Background: an optimization exercise with open tools, aiming at small area and a short achievable clock period. Do not read the settings as production practice.
Where RTL was checked, it was by simulation tests only, not by an equivalence proof against the original.

==> run F <==
Design pong_sprite_renderer, start of the top module:
module pong_sprite_renderer #(
    parameter int          N_SPRITES = 8,
    parameter int          IDX_W     = 3,
    parameter int          COORD_W   = 16,
    parameter logic [11:0] BG_COLOR  = 12'h111,
    parameter int          LATENCY   = 2
) (
    input  logic               clk,
    input  logic               rst,
    input  logic [COORD_W-1:0] h_cnt,
    input  logic [COORD_W-1:0] v_cnt,
    input  logic               pix_valid,
    input  logic [1:0]         sync_in,
    input  logic               frame_start,
    input  logic               wr_en,
    input  logic [IDX_W-1:0]   wr_idx,
    input  logic [COORD_W-1:0] wr_px,
    input  logic [COORD_W-1:0] wr_py,
    input  logic [COORD_W-1:0] wr_hw,
    input  logic [COORD_W-1:0] wr_hh,
    input  logic [11:0]        wr_color,
    input  logic               wr_enable,
    input  logic               cfg_commit,
    output logic               commit_pending,
    output logic [11:0]        rgb_out,
    output logic               rgb_valid,
    output logic [1:0]         sync_out
);
    localparam int CW = COORD_W;
    logic r_commit_pending;
    logic w_commit_now;
    logic w_wr_ok;
    assign w_commit_now = frame_start && (r_commit_pending || cfg_commit);
    assign w_wr_ok      = wr_en && ({1'b0, wr_idx} < (IDX_W+1)'(N_SPRITES));
    logic [CW:0]   w_dlo_h, w_dhi_h, w_dlo_v, w_dhi_v;
    logic [CW-1:0] w_lo_h, w_hi_h, w_lo_v, w_hi_v;
    logic          w_en;
    assign w_dlo_h = {1'b0, wr_px} - {1'b0, wr_hw};
    assign w_dhi_h = {1'b0, wr_px} + {1'b0, wr_hw} - 1'b1;
  ...
==> flow/config.mk <==
export PLATFORM = sky130hd
export DESIGN_NAME = pong_sprite_renderer
export DESIGN_NICKNAME = pong_sprite_renderer
export VERILOG_FILES = /design/flow/design.v
export SDC_FILE = /design/flow/constraint.sdc
export NUM_CORES = 4
export LEC_CHECK = 0
export CAP_MARGIN = 20
export CORE_MARGIN = 2
export CORE_UTILIZATION = 40
export SLEW_MARGIN = 20
==> flow/constraint.sdc <==
create_clock -name core_clock -period 6.5 [get_ports {clk}]
set_input_delay 1.3000 -clock core_clock [delete_from_list [all_inputs] [get_ports {clk}]]
set_output_delay 1.3000 -clock core_clock [all_outputs]
set_load 0.01 [all_outputs]
run.sh (not shown) runs the stock make flow with config.mk's settings and CLKGATE_MAP_FILE= SYNTH_SCRIPT=/design/flow/synth_recipe.tcl, a recipe that flattens the netlist after the stock synthesis.
==> run K: changes against run F <==
--- a/flow/config.mk
+++ b/flow/config.mk
@@ -4,8 +4,9 @@
 export VERILOG_FILES = /design/flow/design.v
 export SDC_FILE = /design/flow/constraint.sdc
 export NUM_CORES = 4
 export LEC_CHECK = 0
 export CAP_MARGIN = 20
 export CORE_MARGIN = 2
-export CORE_UTILIZATION = 40
+export CORE_UTILIZATION = 60
+export SETUP_SLACK_MARGIN = 3.7
 export SLEW_MARGIN = 20
==> run A: changes against run F <==
--- a/flow/design.v
+++ b/flow/design.v
@@ -30,46 +30,42 @@
     localparam int CW = COORD_W;
     logic r_commit_pending;
     logic w_commit_now;
     logic w_wr_ok;
     assign w_commit_now = frame_start && (r_commit_pending || cfg_commit);
     assign w_wr_ok      = wr_en && ({1'b0, wr_idx} < (IDX_W+1)'(N_SPRITES));
-    logic [CW:0]   w_dlo_h, w_dhi_h, w_dlo_v, w_dhi_v;
-    logic [CW-1:0] w_lo_h, w_hi_h, w_lo_v, w_hi_v;
-    logic          w_en;
+    logic [CW:0] w_lo_h, w_hi_h, w_lo_v, w_hi_v;    
+    logic [CW:0] w_dlo_h, w_dlo_v;
     assign w_dlo_h = {1'b0, wr_px} - {1'b0, wr_hw};
-    assign w_dhi_h = {1'b0, wr_px} + {1'b0, wr_hw} - 1'b1;
     assign w_dlo_v = {1'b0, wr_py} - {1'b0, wr_hh};
-    assign w_dhi_v = {1'b0, wr_py} + {1'b0, wr_hh} - 1'b1;
-    assign w_lo_h  = w_dlo_h[CW] ? {CW{1'b0}} : w_dlo_h[CW-1:0] + 1'b1;
-    assign w_lo_v  = w_dlo_v[CW] ? {CW{1'b0}} : w_dlo_v[CW-1:0] + 1'b1;
-    assign w_hi_h  = w_dhi_h[CW] ? {CW{1'b1}} : w_dhi_h[CW-1:0];
-    assign w_hi_v  = w_dhi_v[CW] ? {CW{1'b1}} : w_dhi_v[CW-1:0];
-    assign w_en    = wr_enable && (wr_hw != '0) && (wr_hh != '0);
-    logic [CW-1:0] r_sh_lo_h [N_SPRITES];
-    logic [CW-1:0] r_sh_hi_h [N_SPRITES];
-    logic [CW-1:0] r_sh_lo_v [N_SPRITES];
-    logic [CW-1:0] r_sh_hi_v [N_SPRITES];
+    assign w_lo_h  = w_dlo_h;                        
+    assign w_lo_v  = w_dlo_v;
+    assign w_hi_h  = {1'b0, wr_px} + {1'b0, wr_hw};  
+    assign w_hi_v  = {1'b0, wr_py} + {1'b0, wr_hh};
+    logic [CW:0]   r_sh_lo_h [N_SPRITES];
+    logic [CW:0]   r_sh_hi_h [N_SPRITES];
+    logic [CW:0]   r_sh_lo_v [N_SPRITES];
+    logic [CW:0]   r_sh_hi_v [N_SPRITES];
     logic [11:0]   r_sh_color[N_SPRITES];
     logic          r_sh_en   [N_SPRITES];
-    logic [CW-1:0] r_act_lo_h [N_SPRITES];
-    logic [CW-1:0] r_act_hi_h [N_SPRITES];
-    logic [CW-1:0] r_act_lo_v [N_SPRITES];
-    logic [CW-1:0] r_act_hi_v [N_SPRITES];
+    logic [CW:0]   r_act_lo_h [N_SPRITES];
+    logic [CW:0]   r_act_hi_h [N_SPRITES];
+    logic [CW:0]   r_act_lo_v [N_SPRITES];
+    logic [CW:0]   r_act_hi_v [N_SPRITES];
     logic [11:0]   r_act_color[N_SPRITES];
     logic          r_act_en   [N_SPRITES];
     always_ff @(posedge clk or negedge rst) begin
         if (!rst) begin
             r_commit_pending <= 1'b0;
         end else if (w_commit_now) begin
             r_commit_pending <= 1'b0;
         end else if (cfg_commit) begin
             r_commit_pending <= 1'b1;
         end
     end
-    logic [CW-1:0] r_h, r_v;
+    logic [CW-1:0] r_h, r_v, r_hn, r_vn;    
     logic          r_vld0, r_vld1;
     logic [1:0]    r_sync0, r_sync1;
     always_ff @(posedge clk or negedge rst) begin
         if (!rst) begin
             r_vld0  <= 1'b0;
             r_vld1  <= 1'b0;
@@ -80,26 +76,28 @@
             r_vld1  <= r_vld0;
             r_sync0 <= sync_in;
             r_sync1 <= r_sync0;
         end
     end
     always_ff @(posedge clk) begin
-        r_h <= h_cnt;
-        r_v <= v_cnt;
+        r_h  <= h_cnt;
+        r_v  <= v_cnt;
+        r_hn <= ~h_cnt;
+        r_vn <= ~v_cnt;
     end
     logic [N_SPRITES-1:0] w_hit;
     generate
         for (genvar gi = 0; gi < N_SPRITES; gi++) begin : g_sprite
             logic w_sel;
             assign w_sel = w_wr_ok && (wr_idx == IDX_W'(gi));
             always_ff @(posedge clk or negedge rst) begin
                 if (!rst) begin
                     r_sh_en[gi]  <= 1'b0;
                     r_act_en[gi] <= 1'b0;
                 end else begin
-                    if (w_sel)        r_sh_en[gi]  <= w_en;
+                    if (w_sel)        r_sh_en[gi]  <= wr_enable;
                     if (w_commit_now) r_act_en[gi] <= r_sh_en[gi];
                 end
             end
             always_ff @(posedge clk) begin
                 if (w_sel) begin
                     r_sh_lo_h[gi]  <= w_lo_h;
@@ -113,26 +111,28 @@
                     r_act_hi_h[gi]  <= r_sh_hi_h[gi];
                     r_act_lo_v[gi]  <= r_sh_lo_v[gi];
                     r_act_hi_v[gi]  <= r_sh_hi_v[gi];
                     r_act_color[gi] <= r_sh_color[gi];
                 end
             end
-            logic w_ge_h, w_le_h, w_ge_v, w_le_v;
+            logic w_gt_h, w_lt_h, w_gt_v, w_lt_v;
             always_comb begin
-                w_ge_h = 1'b1;
-                w_le_h = 1'b1;
-                w_ge_v = 1'b1;
-                w_le_v = 1'b1;
+                w_gt_h = 1'b0;
+                w_lt_h = 1'b0;
+                w_gt_v = 1'b0;
+                w_lt_v = 1'b0;
                 for (int b = 0; b < CW; b++) begin
-                    w_ge_h = (r_h[b] & ~r_act_lo_h[gi][b]) | ((r_h[b] | ~r_act_lo_h[gi][b]) & w_ge_h);
-                    w_le_h = (r_act_hi_h[gi][b] & ~r_h[b]) | ((r_act_hi_h[gi][b] | ~r_h[b]) & w_le_h);
-                    w_ge_v = (r_v[b] & ~r_act_lo_v[gi][b]) | ((r_v[b] | ~r_act_lo_v[gi][b]) & w_ge_v);
-                    w_le_v = (r_act_hi_v[gi][b] & ~r_v[b]) | ((r_act_hi_v[gi][b] | ~r_v[b]) & w_le_v);
+                    w_gt_h = (r_h[b] & ~r_act_lo_h[gi][b]) | ((r_h[b] | ~r_act_lo_h[gi][b]) & w_gt_h);
+                    w_lt_h = (r_act_hi_h[gi][b] & r_hn[b]) | ((r_act_hi_h[gi][b] | r_hn[b]) & w_lt_h);
+                    w_gt_v = (r_v[b] & ~r_act_lo_v[gi][b]) | ((r_v[b] | ~r_act_lo_v[gi][b]) & w_gt_v);
+                    w_lt_v = (r_act_hi_v[gi][b] & r_vn[b]) | ((r_act_hi_v[gi][b] | r_vn[b]) & w_lt_v);
                 end
             end
-            assign w_hit[gi] = r_act_en[gi] && w_ge_h && w_le_h && w_ge_v && w_le_v;
+            assign w_hit[gi] = r_act_en[gi]
+                            && (r_act_lo_h[gi][CW] || w_gt_h) && (r_act_hi_h[gi][CW] || w_lt_h)
+                            && (r_act_lo_v[gi][CW] || w_gt_v) && (r_act_hi_v[gi][CW] || w_lt_v);
         end
     endgenerate
     logic [11:0] w_c01, w_c23, w_c45, w_c67, w_c03, w_c47, w_color;
     logic        w_h01, w_h23, w_h45, w_h03;
     logic [11:0] r_rgb;
     assign w_h01   = w_hit[0] | w_hit[1];
==> flow/flow/run.sh (new file) <==
#!/bin/bash
# Standard synthesis, then the combinational logic re-mapped by ABC for delay
# (flip-flop instances untouched), then the standard layout from floorplan on.
set -euo pipefail
here=$(pwd)
bash standard.sh synth > "$here/synth_std.log" 2>&1
R=$here/orfs/results/$FLOW_PLATFORM/pong_sprite_renderer/base
O=$here/orfs/objects/$FLOW_PLATFORM/pong_sprite_renderer/base
cp "$R/1_2_yosys.v" "$here/1_2_yosys_std.v"
YOSYS=yosys
[ -x "$FLOW_HOME/../tools/install/yosys/bin/yosys" ] && YOSYS="$FLOW_HOME/../tools/install/yosys/bin/yosys"
export REMAP_LIB="$FLOW_HOME/platforms/sky130hd/lib/sky130_fd_sc_hd__tt_025C_1v80.lib"
export REMAP_IN="$here/1_2_yosys_std.v"
export REMAP_OUT="$here/1_2_yosys_remap.v"
export REMAP_TOP="$FLOW_TOP"
export REMAP_CONSTR="$O/abc.constr"
export REMAP_SCRIPT="$here/flow/remap.abc"
export REMAP_DONTUSE="$(grep -o -- '-dont_use [A-Za-z0-9_]*' "$here/orfs/logs/$FLOW_PLATFORM/pong_sprite_renderer/base/1_2_yosys.log" | sort -u | tr '\n' ' ')"
"$YOSYS" -c "$here/flow/remap.tcl" > "$here/remap.log" 2>&1
cp "$REMAP_OUT" "$R/1_2_yosys.v"
touch "$R/1_2_yosys.v"
bash standard.sh > "$here/layout.log" 2>&1
==> flow/flow/remap.abc (new file) <==
strash
dc2
dch -f
map -D 1500
topo
buffer -p
upsize -D 1500
dnsize -D 1500
==> flow/flow/remap.tcl (new file) <==
# Re-map the combinational logic of the standard synthesis netlist with ABC,
# keeping every flip-flop (and tie) cell instance, with its name and cell type.
yosys -import
set lib $::env(REMAP_LIB)
read_liberty -ignore_miss_func -ignore_miss_dir -setattr liberty_cell $lib
read_verilog $::env(REMAP_IN)
hierarchy -top $::env(REMAP_TOP)
setattr -mod -set keep_hierarchy 1 sky130_fd_sc_hd__df* sky130_fd_sc_hd__edf* sky130_fd_sc_hd__conb_1
flatten
opt_clean -purge
techmap
opt -fast
abc -liberty $lib {*}$::env(REMAP_DONTUSE) -constr $::env(REMAP_CONSTR) -script $::env(REMAP_SCRIPT)
opt_clean -purge
setundef -zero
hilomap -singleton -hicell sky130_fd_sc_hd__conb_1 HI -locell sky130_fd_sc_hd__conb_1 LO
insbuf -buf sky130_fd_sc_hd__buf_4 A X
splitnets
opt_clean -purge
yosys rename -enumerate
check
blackbox sky130_fd_sc_hd__*
stat -liberty $lib
write_verilog -noattr -nohex -nodec $::env(REMAP_OUT)
==> flow/standard.sh (new file) <==
#!/bin/bash
# synth_recipe.tcl (not shown) runs the flow's synth.tcl, then flattens the netlist and writes it again
# the make line also repeats each setting of config.mk as NAME=value (left out here)
make -C /OpenROAD-flow-scripts/flow DESIGN_CONFIG=/design/flow/config.mk WORK_HOME=/design/flow/orfs CLKGATE_MAP_FILE= SYNTH_SCRIPT=/design/flow/synth_recipe.tcl "${@:-finish}"
--- a/flow/config.mk
+++ b/flow/config.mk
@@ -4,8 +4,11 @@
 export VERILOG_FILES = /design/flow/design.v
 export SDC_FILE = /design/flow/constraint.sdc
 export NUM_CORES = 4
 export LEC_CHECK = 0
 export CAP_MARGIN = 20
 export CORE_MARGIN = 2
-export CORE_UTILIZATION = 40
+export CORE_UTILIZATION = 60
+export CTS_CLUSTER_DIAMETER = 150
+export CTS_CLUSTER_SIZE = 25
+export SETUP_SLACK_MARGIN = 3.5
 export SLEW_MARGIN = 20
removed: flow/run.sh
==> run R: changes against run F <==
--- a/flow/config.mk
+++ b/flow/config.mk
@@ -4,8 +4,11 @@
 export VERILOG_FILES = /design/flow/design.v
 export SDC_FILE = /design/flow/constraint.sdc
 export NUM_CORES = 4
 export LEC_CHECK = 0
 export CAP_MARGIN = 20
 export CORE_MARGIN = 2
-export CORE_UTILIZATION = 40
+export CORE_UTILIZATION = 60
+export CTS_BUF_LIST = sky130_fd_sc_hd__clkbuf_8 sky130_fd_sc_hd__clkbuf_4
+export CTS_CLUSTER_SIZE = 20
+export SETUP_SLACK_MARGIN = 3.7
 export SLEW_MARGIN = 20
==> results.json <==
{
  "result_of_the_run": "timing/DRC/antenna clean",
  "cts_made_buffers": 194,
  "route.met2.wl_mm": 72.3,
  "die_w_um": 298,
  "path_depth": 18,
  "share_seq_of_total_power_pct": 51.6,
  "p_leak_nw": 22.7,
  "worstPathMaxFanout": 8,
  "placeableCoreArea_um2": 85400,
  "grt_setup_unrepaired": "true",
  "fill_cells": 5046,
  "layout_common_cells": "sky130_fd_sc_hd__edfxtp_1 (1,216), sky130_fd_sc_hd__buf_4 (262), sky130_fd_sc_hd__clkbuf_8 (211)",
  "dpl.hpwl_mm": 85.3,
  "share_comb_of_total_power_pct": 13.6,
  "clk_pin_slew_ns": 0.06,
  "final.setup_skew_ns": 0.0507,
  "critPathSlowestCell": "sky130_fd_sc_hd__or4b_4",
  "met3_wirelength_mm": 9.18,
  "power_combinational_mw": 2.59,
  "fin_crit_ns": 3.78,
  "layout.clock_buffers": 287
}
the above is filed under run R

==> results.json <==
{
  "result_of_the_run": "timing/DRC/antenna clean",
  "worstPathMaxFanout": 8,
  "share_seq_of_total_power_pct": 51.5,
  "final.setup_skew_ns": 0.0235,
  "die_w_um": 364,
  "power_combinational_mw": 1.73,
  "fin_crit_ns": 5.35,
  "cts_made_buffers": 139,
  "layout.clock_buffers": 179,
  "path_depth": 17,
  "grt_setup_unrepaired": "false",
  "met3_wirelength_mm": 6.60
}
the above is filed under run F

==> results.json <==
{
  "fin_crit_ns": 3.99,
  "result_of_the_run": "timing/DRC/antenna clean",
  "net_switching_power_figure_mw": 4.71,
  "placeableCoreArea_um2": 85400,
  "path_depth": 17,
  "fill_cells": 5025,
  "worstPathMaxFanout": 8,
  "met3_wirelength_mm": 9.52,
  "final.setup_skew_ns": 0.0277,
  "share_seq_of_total_power_pct": 49.7,
  "route.met2.wl_mm": 71.2,
  "die_w_um": 298,
  "cts_made_buffers": 132,
  "grt_setup_unrepaired": "true",
  "share_comb_of_total_power_pct": 12.9,
  "dpl.hpwl_mm": 85.3,
  "clk_pin_slew_ns": 0.06
}
the above is filed under run K

==> results.json <==
{
  "dpl.hpwl_mm": 69.2,
  "power_combinational_mw": 1.73,
  "fin_crit_ns": 3.31,
  "share_comb_of_total_power_pct": 10.6,
  "met3_wirelength_mm": 5.77,
  "worstPathMaxFanout": 10,
  "path_depth": 13,
  "p_leak_nw": 19.7,
  "result_of_the_run": "timing/DRC/antenna clean",
  "placeableCoreArea_um2": 81700,
  "layout.clock_buffers": 110,
  "share_seq_of_total_power_pct": 63.1,
  "die_w_um": 290,
  "route.met2.wl_mm": 58.1,
  "fill_cells": 5262,
  "drt_iter0_drc": 2504,
  "grt_setup_unrepaired": "true",
  "clk_pin_slew_ns": 0.10,
  "layout_common_cells": "sky130_fd_sc_hd__edfxtp_1 (1,248), sky130_fd_sc_hd__inv_1 (231), sky130_fd_sc_hd__nor2_1 (220)",
  "final.setup_skew_ns": 0.0318,
  "cts_made_buffers": 59
}
the above is filed under run A

No functional check of the RTL was part of run F, run K and run R.

[port drivers added, routing unchanged]
In the flow no input, the clock included, has a driving cell. The finished layouts below were timed again as built, in two steps. Step 1 sets driving cells, clkbuf_16 on the clock port and buf_2 on the other inputs (assumed; they add their load-dependent delay and slew). Step 2, shift: input delay + t, output delay - t, t = (earliest + latest rising clock arrival at the registers) / 2. This alone moves slack from input paths to output paths. a / b / c = ideal ports / drivers / drivers and shift; a / b = the first two.
run	shift t [ns]	setup WS [ns]	hold slack, ns
run F	0.819	1.150 / 1.196 / 0.377	0.357 / 0.357 / 0.357
run K	0.796	2.505 / 2.535 / 1.739	0.354 / 0.354 / 0.354
run A	0.726	3.188 / 3.182 / 2.457	0.360 / 0.360 / 0.360
run R	0.912	2.724 / 2.747 / 1.834	0.355 / 0.355 / 0.355
After both steps setup and hold are still met in every run listed. The setup slack of run R, which loses most, moves by +0.023 ns with the drivers and by -0.890 ns with both steps.
